Source: an optimization exercise on an open RTL-to-GDS flow (aim: small area, a short achievable clock period and few clock cycles). Production flows keep margins and buffers that such runs may drop.
Where RTL was checked, it was by simulation tests only, not by an equivalence proof against the original.

## rgb_led_fade_blink_driver_core
module rgb_led_fade_blink_driver_core (
  input  logic        clk,
  input  logic        rst_n,
  input  logic        cfg_we,
  input  logic        cfg_wdata,    
  input  logic        in_tvalid,
  output logic        in_tready,
  input  logic [71:0] in_tdata,
  input  logic [2:0]  in_tuser,     
  output logic        out_tvalid,
  input  logic        out_tready,
  output logic [23:0] out_tdata,    
  output logic [1:0]  out_tuser     
);
  logic        busy_r;
  logic        fade_r;
  logic        sub_r;
  logic [15:0] acc_r;
  logic [15:0] dur_r;
  logic [7:0]  total_r;
  logic [7:0]  left_r;       
  logic [8:0]  xr_r;         
  logic [7:0]  rem_r;        
  logic [8:0]  d0_r;         
  logic [8:0]  d1_r;         
  logic        bit_r;        
  logic [2:0]  cnt_r;
  logic        dv_busy_r;    
  logic        ln_busy_r;    
  logic        in_busy_r;    
  logic [23:0] base_r;
  logic [23:0] e_r;
  logic [23:0] lo_r;
  logic [23:0] hi_r;
  logic        inv_r;
  logic        ov_r;
  logic [23:0] data_r;
  logic        pol_r;
  logic [1:0]  user_r;
  logic [23:0] in_rgb;
  logic [6:0]  in_pct;
  logic [15:0] in_on;
  logic [15:0] in_dur;
  logic [7:0]  in_steps;
  logic [7:0]  steps_c;
  logic [6:0]  pct_c;
  logic [7:0]  steps_fill;
  logic [2:0]  steps_msb;
  logic        on_zero;
  logic        dur_zero;
  logic        fade_go;
  assign in_rgb   = in_tdata[23:0];
  assign in_pct   = in_tdata[30:24];
  assign in_on    = in_tdata[46:31];
  assign in_dur   = in_tdata[62:47];
  assign in_steps = in_tdata[70:63];
  always_comb begin
    steps_c  = (in_steps == 8'd0) ? 8'd1 : in_steps;
    pct_c    = (in_pct > rlfb_pkg::PCT_MAX) ? rlfb_pkg::PCT_MAX : in_pct;
    on_zero  = (in_on == 16'd0);
    dur_zero = (in_dur == 16'd0);
    fade_go  = (in_dur[15:8] != 8'd0) ||
               ((in_steps == 8'd0) ? (in_dur[7:0] != 8'd0) : (in_dur[7:0] >= in_steps));
    steps_fill[7] = 1'b0;
    for (int i = 6; i >= 0; i--) steps_fill[i] = steps_fill[i+1] | steps_c[i+1];
    steps_msb[2] = |steps_c[7:4];
    steps_msb[1] = steps_msb[2] ? |steps_c[7:6] : |steps_c[3:2];
    steps_msb[0] = steps_msb[2] ? (steps_msb[1] ? steps_c[7] : steps_c[5])
                                : (steps_msb[1] ? steps_c[3] : steps_c[1]);
  end
  ...
==> flow/config.mk <==
export PLATFORM = sky130hd
export DESIGN_NAME = rgb_led_fade_blink_driver_core
export DESIGN_NICKNAME = rgb_led_fade_blink_driver_core
export VERILOG_FILES = /design/flow/design.v
export SDC_FILE = /design/flow/constraint.sdc
export NUM_CORES = 4
export LEC_CHECK = 0
export ABC_AREA = 1
export CAP_MARGIN = 20
export CORE_MARGIN = 2
export CORE_UTILIZATION = 40
export SETUP_SLACK_MARGIN = 4.5
export SLEW_MARGIN = 20
==> flow/constraint.sdc <==
create_clock -name core_clock -period 7.0 [get_ports {clk}]
set_input_delay 1.4000 -clock core_clock [delete_from_list [all_inputs] [get_ports {clk}]]
set_output_delay 1.4000 -clock core_clock [all_outputs]
set_load 0.01 [all_outputs]
run.sh (not shown) runs the stock make flow with config.mk's settings and CLKGATE_MAP_FILE= SYNTH_SCRIPT=/design/flow/synth_recipe.tcl, a recipe that flattens the netlist after the stock synthesis.
Rerun with:
Settings changed: SETUP_SLACK_MARGIN 4.5 to 3.5.
Outcome: The new run completed with no timing, DRC or antenna violations; clock-buffer cell count decreases by 1; sequential share of layout area goes up by 2.3 points; global-route usage decreases by 2.8 points; synthesized area does not change; core utilization goes down by 6.7 points.
Function was not checked in any run of this note: the RTL went through the layout flow alone.

rgb_led_fade_blink_driver_core, a different RTL version from the one above (not shown whole).
Size: ~200 flip-flops, ~110 I/O pins, ~19000 um^2 of cells after synthesis.
Settings: LEC_CHECK=0, CAP_MARGIN=20, CORE_MARGIN=2, CORE_UTILIZATION=40, SLEW_MARGIN=20; clock period 7.0 ns.
Testbench counts at the start, summed over its fixed seeds: cycles 31,378.
==> next run, changes <==
- ABC_AREA: default -> 1
After rerunning: The new run ran to the end with no violations. Synthesized cell count came out higher by 32%. Non-clock buffer count goes down by 40. Clock skew hardly moves. Wire length went up by 5.6%.

Another version of the RTL of rgb_led_fade_blink_driver_core (not shown whole).
Size: about 3100 cells after synthesis, about 110 I/O pins, about 21000 um^2 of cells after synthesis.
==> flow/config.mk <==
export PLATFORM = sky130hd
export DESIGN_NAME = rgb_led_fade_blink_driver_core
export DESIGN_NICKNAME = rgb_led_fade_blink_driver_core
export VERILOG_FILES = /design/flow/design.v
export SDC_FILE = /design/flow/constraint.sdc
export NUM_CORES = 4
export LEC_CHECK = 0
export ABC_AREA = 1
export CAP_MARGIN = 20
export CORE_MARGIN = 2
export CORE_UTILIZATION = 40
export SETUP_SLACK_MARGIN = 3.2
export SLEW_MARGIN = 20
==> flow/constraint.sdc <==
create_clock -name core_clock -period 7.0 [get_ports {clk}]
set_input_delay 1.4000 -clock core_clock [delete_from_list [all_inputs] [get_ports {clk}]]
set_output_delay 1.4000 -clock core_clock [all_outputs]
set_load 0.01 [all_outputs]
Testbench counts at the start, summed over its fixed seeds: cycles 31,785.
Next try:
- SETUP_SLACK_MARGIN: 3.2 -> 2.5
Clock skew is about the same. Synthesized area does not change. Cell count drops by 1.2%. Worst setup slack gets worse by 0.73 ns. Fmax decreases by 16%.
Next try:
- SETUP_SLACK_MARGIN: 2.5 -> 3.4
=> Synthesized area is unchanged; fmax goes up by about a fifth; die area does not change; global-route usage rose by 0.51 points; core utilization grows by 5.4 points; setup slack gains 0.80 ns; wire length increases by a few percent; non-clock buffer count goes up by 93.
Next try:
- CORE_UTILIZATION: 40 -> 55
- SETUP_SLACK_MARGIN: 3.4 -> 3.5
Effect:
- routed wire length grows by 1.5%
- clock-buffer cell count shrinks by 10
- cell count shrinks by 4.2%
- design area grows by 1.7%
- global-route usage grows by 9.3 points

Setup of before:
Another version of the RTL of rgb_led_fade_blink_driver_core (not shown whole).
==> flow/config.mk <==
export PLATFORM = sky130hd
export DESIGN_NAME = rgb_led_fade_blink_driver_core
export DESIGN_NICKNAME = rgb_led_fade_blink_driver_core
export VERILOG_FILES = /design/flow/design.v
export SDC_FILE = /design/flow/constraint.sdc
export NUM_CORES = 4
export LEC_CHECK = 0
export ABC_AREA = 1
export CAP_MARGIN = 20
export CORE_MARGIN = 2
export CORE_UTILIZATION = 40
export SETUP_SLACK_MARGIN = 3.0
export SLEW_MARGIN = 20
==> flow/constraint.sdc <==
create_clock -name core_clock -period 7.0 [get_ports {clk}]
set_input_delay 1.4000 -clock core_clock [delete_from_list [all_inputs] [get_ports {clk}]]
set_output_delay 1.4000 -clock core_clock [all_outputs]
set_load 0.01 [all_outputs]
before finished every stage and its layout cleared the timing, DRC and antenna checks.
Modified inputs, after compared to before
Settings: SETUP_SLACK_MARGIN now 3.5, was 3.0.
Findings:
In after relative to before, clock-buffer cell count had gone up by more than 10%. Final wirelength delta (after − before): unfavourable. Going from before to after, multi-input combinational gate total roughly the same; sequential cell area was more or less identical; aggregate global-route resource usage up 1.3 points; final clock period utilization by the worst path dropped 2.2 points. Hold-critical path depth: before vs after identical. after: flow completed, timing, DRC and antenna clean.
No run of this note included a check of the RTL's function; only the layout flow was run.

== red ==
rgb_led_fade_blink_driver_core, a different RTL version from the one above (not shown whole).
For scale: ~2,300 cells after synthesis, roughly 200 flip-flops, roughly 110 I/O pins, roughly 19,000 um^2 of cells after synthesis.
Design rgb_led_fade_blink_driver_core, start of the top module:
module rgb_led_fade_blink_driver_core (
  input  logic        clk,
  input  logic        rst_n,
  input  logic        cfg_we,
  input  logic        cfg_wdata,    
  input  logic        in_tvalid,
  output logic        in_tready,
  input  logic [71:0] in_tdata,
  input  logic [2:0]  in_tuser,     
  output logic        out_tvalid,
  input  logic        out_tready,
  output logic [23:0] out_tdata,    
  output logic [1:0]  out_tuser     
);
clock: 7.0 ns
lec_check: 0
cap_margin: 20
core_margin: 2
core_utilization: 40
slew_margin: 20
Testbench counts of red, summed over its fixed seeds: cycles 31,785.
Changes in blue relative to red:
# red
export LEC_CHECK = 0
export CAP_MARGIN = 20
export CORE_MARGIN = 2
export CORE_UTILIZATION = 40
export SLEW_MARGIN = 20
create_clock -name core_clock -period 7.0 [get_ports {clk}]
# blue
export LEC_CHECK = 0
export ABC_AREA = 1
export CAP_MARGIN = 20
export CORE_MARGIN = 2
export CORE_UTILIZATION = 40
export SLEW_MARGIN = 20
create_clock -name core_clock -period 7.0 [get_ports {clk}]
==> comparison <==
On final hold slack, red and blue are basically level. blue ends up with a post-route fraction of the period consumed by the critical path that is 7.4 points lower than in red. blue finished all stages; the layout is clean. The run showing the greater wire length of the first global-routing pass is blue. Clock network area share on blue is down relative to red. Total count of max-transition violations in the final report came out exactly the same in red and blue. From red to blue the numbers moved as follows: post-synthesis net count saw an increase, die outline area saw an increase, layout clock buffer count saw an increase, sequential share of layout area saw a decrease. Going from red to blue, non-filler instance count after layout grew by more than a quarter.

main:
Another version of the RTL of rgb_led_fade_blink_driver_core (not shown whole).
For scale: about 2700 cells after synthesis, about 220 flip-flops, ~110 I/O pins.
## rgb_led_fade_blink_driver_core
module rgb_led_fade_blink_driver_core (
  input  logic        clk,
  input  logic        rst_n,
  input  logic        cfg_we,
  input  logic        cfg_wdata,    
  input  logic        in_tvalid,
  output logic        in_tready,
  input  logic [71:0] in_tdata,
  input  logic [2:0]  in_tuser,     
  output logic        out_tvalid,
  input  logic        out_tready,
  output logic [23:0] out_tdata,    
  output logic [1:0]  out_tuser     
);
==> flow/config.mk <==
export PLATFORM = sky130hd
export DESIGN_NAME = rgb_led_fade_blink_driver_core
export DESIGN_NICKNAME = rgb_led_fade_blink_driver_core
export VERILOG_FILES = /design/flow/design.v
export SDC_FILE = /design/flow/constraint.sdc
export NUM_CORES = 4
export LEC_CHECK = 0
export ABC_AREA = 1
export CAP_MARGIN = 20
export CORE_MARGIN = 2
export CORE_UTILIZATION = 40
export SETUP_SLACK_MARGIN = 3.5
export SLEW_MARGIN = 20
==> flow/constraint.sdc <==
create_clock -name core_clock -period 7.0 [get_ports {clk}]
set_input_delay 1.4000 -clock core_clock [delete_from_list [all_inputs] [get_ports {clk}]]
set_output_delay 1.4000 -clock core_clock [all_outputs]
set_load 0.01 [all_outputs]
What the feature branch does differently from main at the input level:
Settings: a change of SETUP_SLACK_MARGIN from 3.5 to 3.8.
--- outcome ---
- Delta(fraction of area in registers, the feature branch - main) < 0
- From main to the feature branch the numbers moved as follows: non-clock buffer count up about 12%; detailed route wirelength on metal2 up about 1.3%.
- The feature branch reports a higher number of gates resized after CTS than main does.
- The feature branch contains more vias than main.
- On wire length of the first global-routing pass, the higher figure sits with the feature branch, not main.
- Diff main..the feature branch | number of clock-tree buffers in the layout | unchanged
- Relative to main, clock skew has gone up in the feature branch.
- Going from main to the feature branch, aggregate routed wire length has increased; top-level I/O count has remained practically unchanged.
No functional check of the RTL was part of any run of this note.

rgb_led_fade_blink_driver_core with an RTL version that a note above also has.
Size in the first run: ~3100 cells after synthesis, ~220 flip-flops, about 21000 sq um of cells after synthesis.
==> flow/config.mk <==
export PLATFORM = sky130hd
export DESIGN_NAME = rgb_led_fade_blink_driver_core
export DESIGN_NICKNAME = rgb_led_fade_blink_driver_core
export VERILOG_FILES = /design/flow/design.v
export SDC_FILE = /design/flow/constraint.sdc
export NUM_CORES = 4
export LEC_CHECK = 0
export ABC_AREA = 1
export ABC_CLOCK_PERIOD_IN_PS = 4500
export CAP_MARGIN = 20
export CORE_MARGIN = 2
export CORE_UTILIZATION = 40
export SLEW_MARGIN = 20
==> flow/constraint.sdc <==
create_clock -name core_clock -period 7.0 [get_ports {clk}]
set_input_delay 1.4000 -clock core_clock [delete_from_list [all_inputs] [get_ports {clk}]]
set_output_delay 1.4000 -clock core_clock [all_outputs]
set_load 0.01 [all_outputs]
The first run completed with no timing, DRC or antenna violations.
Testbench counts at the start, summed over its fixed seeds: cycles 31,785.
Rerun with:
--- a/flow/config.mk
+++ b/flow/config.mk
@@ -8,3 +8,2 @@
 export ABC_AREA = 1
-export ABC_CLOCK_PERIOD_IN_PS = 4500
 export CAP_MARGIN = 20
@@ -12,2 +11,3 @@
 export CORE_UTILIZATION = 40
+export SETUP_SLACK_MARGIN = 3.3
 export SLEW_MARGIN = 20
Flip-flop and latch count stays the same.
Clock-buffer cell count is unchanged.
Clock skew goes up by 0.012 ns.
Non-clock buffer count goes up by 76.
Final cell count goes up by 2.0%.
Via count goes up by 2.8%.
Area after synthesis does not change.
Design area goes up by 8.3%.
Routed wire length goes up by 4.7%.
Rerun with:
--- a/flow/config.mk
+++ b/flow/config.mk
@@ -11,3 +11,3 @@
 export CORE_UTILIZATION = 40
-export SETUP_SLACK_MARGIN = 3.3
+export SETUP_SLACK_MARGIN = 3.5
 export SLEW_MARGIN = 20
The new run produced a clean layout; first-iteration DRC count is lower by 2.3%; sequential cell count stays the same; clock skew barely changes; register-to-register slack hardly moves; final cell count is higher by 0.74%; global-route usage is higher by 0.53 points; count of clock-buffer cells in the layout is lower by 2; routed wire length is higher by 4.0%; synthesized cell count stays the same.
Rerun with:
--- a/flow/config.mk
+++ b/flow/config.mk
@@ -11,3 +11,2 @@
 export CORE_UTILIZATION = 40
-export SETUP_SLACK_MARGIN = 3.5
 export SLEW_MARGIN = 20
=>
- The changed run finished clean
- final cell count decreases by 2.7%
- non-clock buffer count went down by 99
- clock-buffer cell count rises by 2
- utilization goes down by 5.7 points
- final area decreases by 11%
- synthesized area does not change
- die area is unchanged
- worst hold slack gets worse by 0.013 ns
- worst setup slack is worse by 1.4 ns
Rerun with:
--- a/flow/config.mk
+++ b/flow/config.mk
@@ -11,2 +11,3 @@
 export CORE_UTILIZATION = 40
+export SETUP_SLACK_MARGIN = 3.1
 export SLEW_MARGIN = 20
The changed run completed without violations.
Sequential share of layout area came out lower by 0.71 points.
Final cell count grows by about 1.1%.
Setup slack gains 1.2 ns.
Rerun with:
--- a/flow/config.mk
+++ b/flow/config.mk
@@ -11,3 +11,3 @@
 export CORE_UTILIZATION = 40
-export SETUP_SLACK_MARGIN = 3.1
+export SETUP_SLACK_MARGIN = 3.7
 export SLEW_MARGIN = 20
=> Routed wire length rose by 11%; utilization rose by 6.9 points; synthesized cell count does not change; design area rose by 15%; setup slack gains 0.20 ns; critical path depth does not change.

Another version of the RTL of rgb_led_fade_blink_driver_core (not shown whole).
Size in the first run: roughly 2200 cells after synthesis, about 110 I/O pins, ~20000 sq um of cells after synthesis.
// rgb_led_fade_blink_driver_core
module rgb_led_fade_blink_driver_core (
  input  logic        clk,
  input  logic        rst_n,
  input  logic        cfg_we,
  input  logic        cfg_wdata,    
  input  logic        in_tvalid,
  output logic        in_tready,
  input  logic [71:0] in_tdata,
  input  logic [2:0]  in_tuser,     
  output logic        out_tvalid,
  input  logic        out_tready,
  output logic [23:0] out_tdata,    
  output logic [1:0]  out_tuser     
);
  logic        busy_r;
  logic        fade_r;
  logic        sub_r;
  logic [15:0] acc_r;
  logic [15:0] dur_r;
  logic [7:0]  total_r;
  logic [7:0]  left_r;       
  logic [8:0]  xr_r;         
  logic [7:0]  rem_r;        
  logic [8:0]  d0_r;         
  logic [8:0]  d1_r;         
  logic        bit_r;        
  logic [2:0]  cnt_r;
  logic        dv_busy_r;    
  logic        ln_busy_r;    
  logic        in_busy_r;    
  logic [23:0] base_r;
  logic [23:0] e_r;
  logic [23:0] lo_r;
  logic [23:0] hi_r;
  logic        inv_r;
  logic        ov_r;
  logic [23:0] data_r;
  logic        pol_r;
  logic [1:0]  user_r;
  logic [23:0] in_rgb;
  logic [6:0]  in_pct;
  logic [15:0] in_on;
  logic [15:0] in_dur;
  logic [7:0]  in_steps;
  logic [7:0]  steps_c;
  logic [6:0]  pct_c;
  logic [7:0]  steps_fill;
  logic [2:0]  steps_msb;
  logic        on_zero;
  logic        dur_zero;
  logic        fade_go;
  assign in_rgb   = in_tdata[23:0];
  assign in_pct   = in_tdata[30:24];
  assign in_on    = in_tdata[46:31];
  assign in_dur   = in_tdata[62:47];
  assign in_steps = in_tdata[70:63];
  always_comb begin
    steps_c  = (in_steps == 8'd0) ? 8'd1 : in_steps;
    pct_c    = (in_pct > rlfb_pkg::PCT_MAX) ? rlfb_pkg::PCT_MAX : in_pct;
    on_zero  = (in_on == 16'd0);
    dur_zero = (in_dur == 16'd0);
    fade_go  = (in_dur[15:8] != 8'd0) ||
               ((in_steps == 8'd0) ? (in_dur[7:0] != 8'd0) : (in_dur[7:0] >= in_steps));
    steps_fill[7] = 1'b0;
    for (int i = 6; i >= 0; i--) steps_fill[i] = steps_fill[i+1] | steps_c[i+1];
    steps_msb[2] = |steps_c[7:4];
  ...
make LEC_CHECK=0 CAP_MARGIN=20 CORE_MARGIN=2 CORE_UTILIZATION=40 SETUP_SLACK_MARGIN=3.5 SLEW_MARGIN=20 finish   # period 7.0 ns
==> next run, changes <==
Settings changed: ABC_AREA from default to 1.
What happened: Worst setup slack gains 540 ps; worst hold slack gains 43 ps; first-iteration DRC count is higher by 20%; final cell count is higher by 25%; fmax is higher by 14%; via count is higher by 13%; routed wire length is higher by 4.1%.
Function was not checked in any run of this note: the RTL went through the layout flow alone.

## afterwards: timing with drivers on the ports
Ports are ideal in the flow. The routed layouts listed here were re-timed in OpenROAD. Step 1 (the two cells are an assumption about what drives the block):
set clk [get_ports {clk}]
set_driving_cell -lib_cell sky130_fd_sc_hd__clkbuf_16 $clk
set_driving_cell -lib_cell sky130_fd_sc_hd__buf_2 [delete_from_list [all_inputs] $clk]
Step 2, shift: input delay + t, output delay - t, t = (earliest + latest rising clock arrival at the registers) / 2. This alone moves slack from input paths to output paths. a / b / c = ideal / step 1 / step 2; a / b = the first two.
run	t, ns	slack for setup (ns)	latest minus earliest clock arrival (ns)
the first run of note 1	0.640	3.206 / 3.147 / 2.943	0.029 / 0.030
the second run of note 1	0.605	3.338 / 3.288 / 2.925	0.014 / 0.015
the first run of note 2	0.529	0.432 / 0.432 / 0.432	0.017 / 0.018
the second run of note 2	0.554	0.922 / 0.922 / 0.922	0.020 / 0.020
the first run of note 3	0.607	3.301 / 3.244 / 2.814	0.023 / 0.023
the second run of note 3	0.606	2.574 / 2.535 / 2.114	0.024 / 0.024
the third run of note 3	0.603	3.377 / 3.321 / 2.897	0.021 / 0.021
the fourth run of note 3	0.603	3.356 / 3.332 / 2.984	0.015 / 0.015
before	0.607	3.070 / 3.046 / 2.578	0.024 / 0.024
after	0.615	3.223 / 3.223 / 2.644	0.022 / 0.022
red	0.526	1.832 / 1.832 / 1.544	0.020 / 0.020
blue	0.548	2.347 / 2.293 / 1.893	0.014 / 0.014
main	0.618	2.940 / 2.940 / 2.573	0.015 / 0.014
the feature branch	0.629	2.910 / 2.910 / 2.761	0.023 / 0.024
the first run of note 7	0.608	2.022 / 2.022 / 1.740	0.015 / 0.014
the second run of note 7	0.609	3.373 / 3.337 / 2.839	0.026 / 0.026
the third run of note 7	0.631	3.390 / 3.347 / 2.861	0.025 / 0.025
the fourth run of note 7	0.608	2.022 / 2.022 / 1.740	0.015 / 0.014
the fifth run of note 7	0.607	3.210 / 3.152 / 2.679	0.019 / 0.019
the sixth run of note 7	0.628	3.409 / 3.353 / 3.001	0.012 / 0.012
the first run of note 8	0.611	2.612 / 2.612 / 2.344	0.017 / 0.017
the second run of note 8	0.600	3.155 / 3.155 / 2.767	0.018 / 0.018
After both steps every run listed still meets setup and hold. The setup slack of after, which loses most, moves by 0.000 ns with the drivers and by -0.579 ns with both steps.
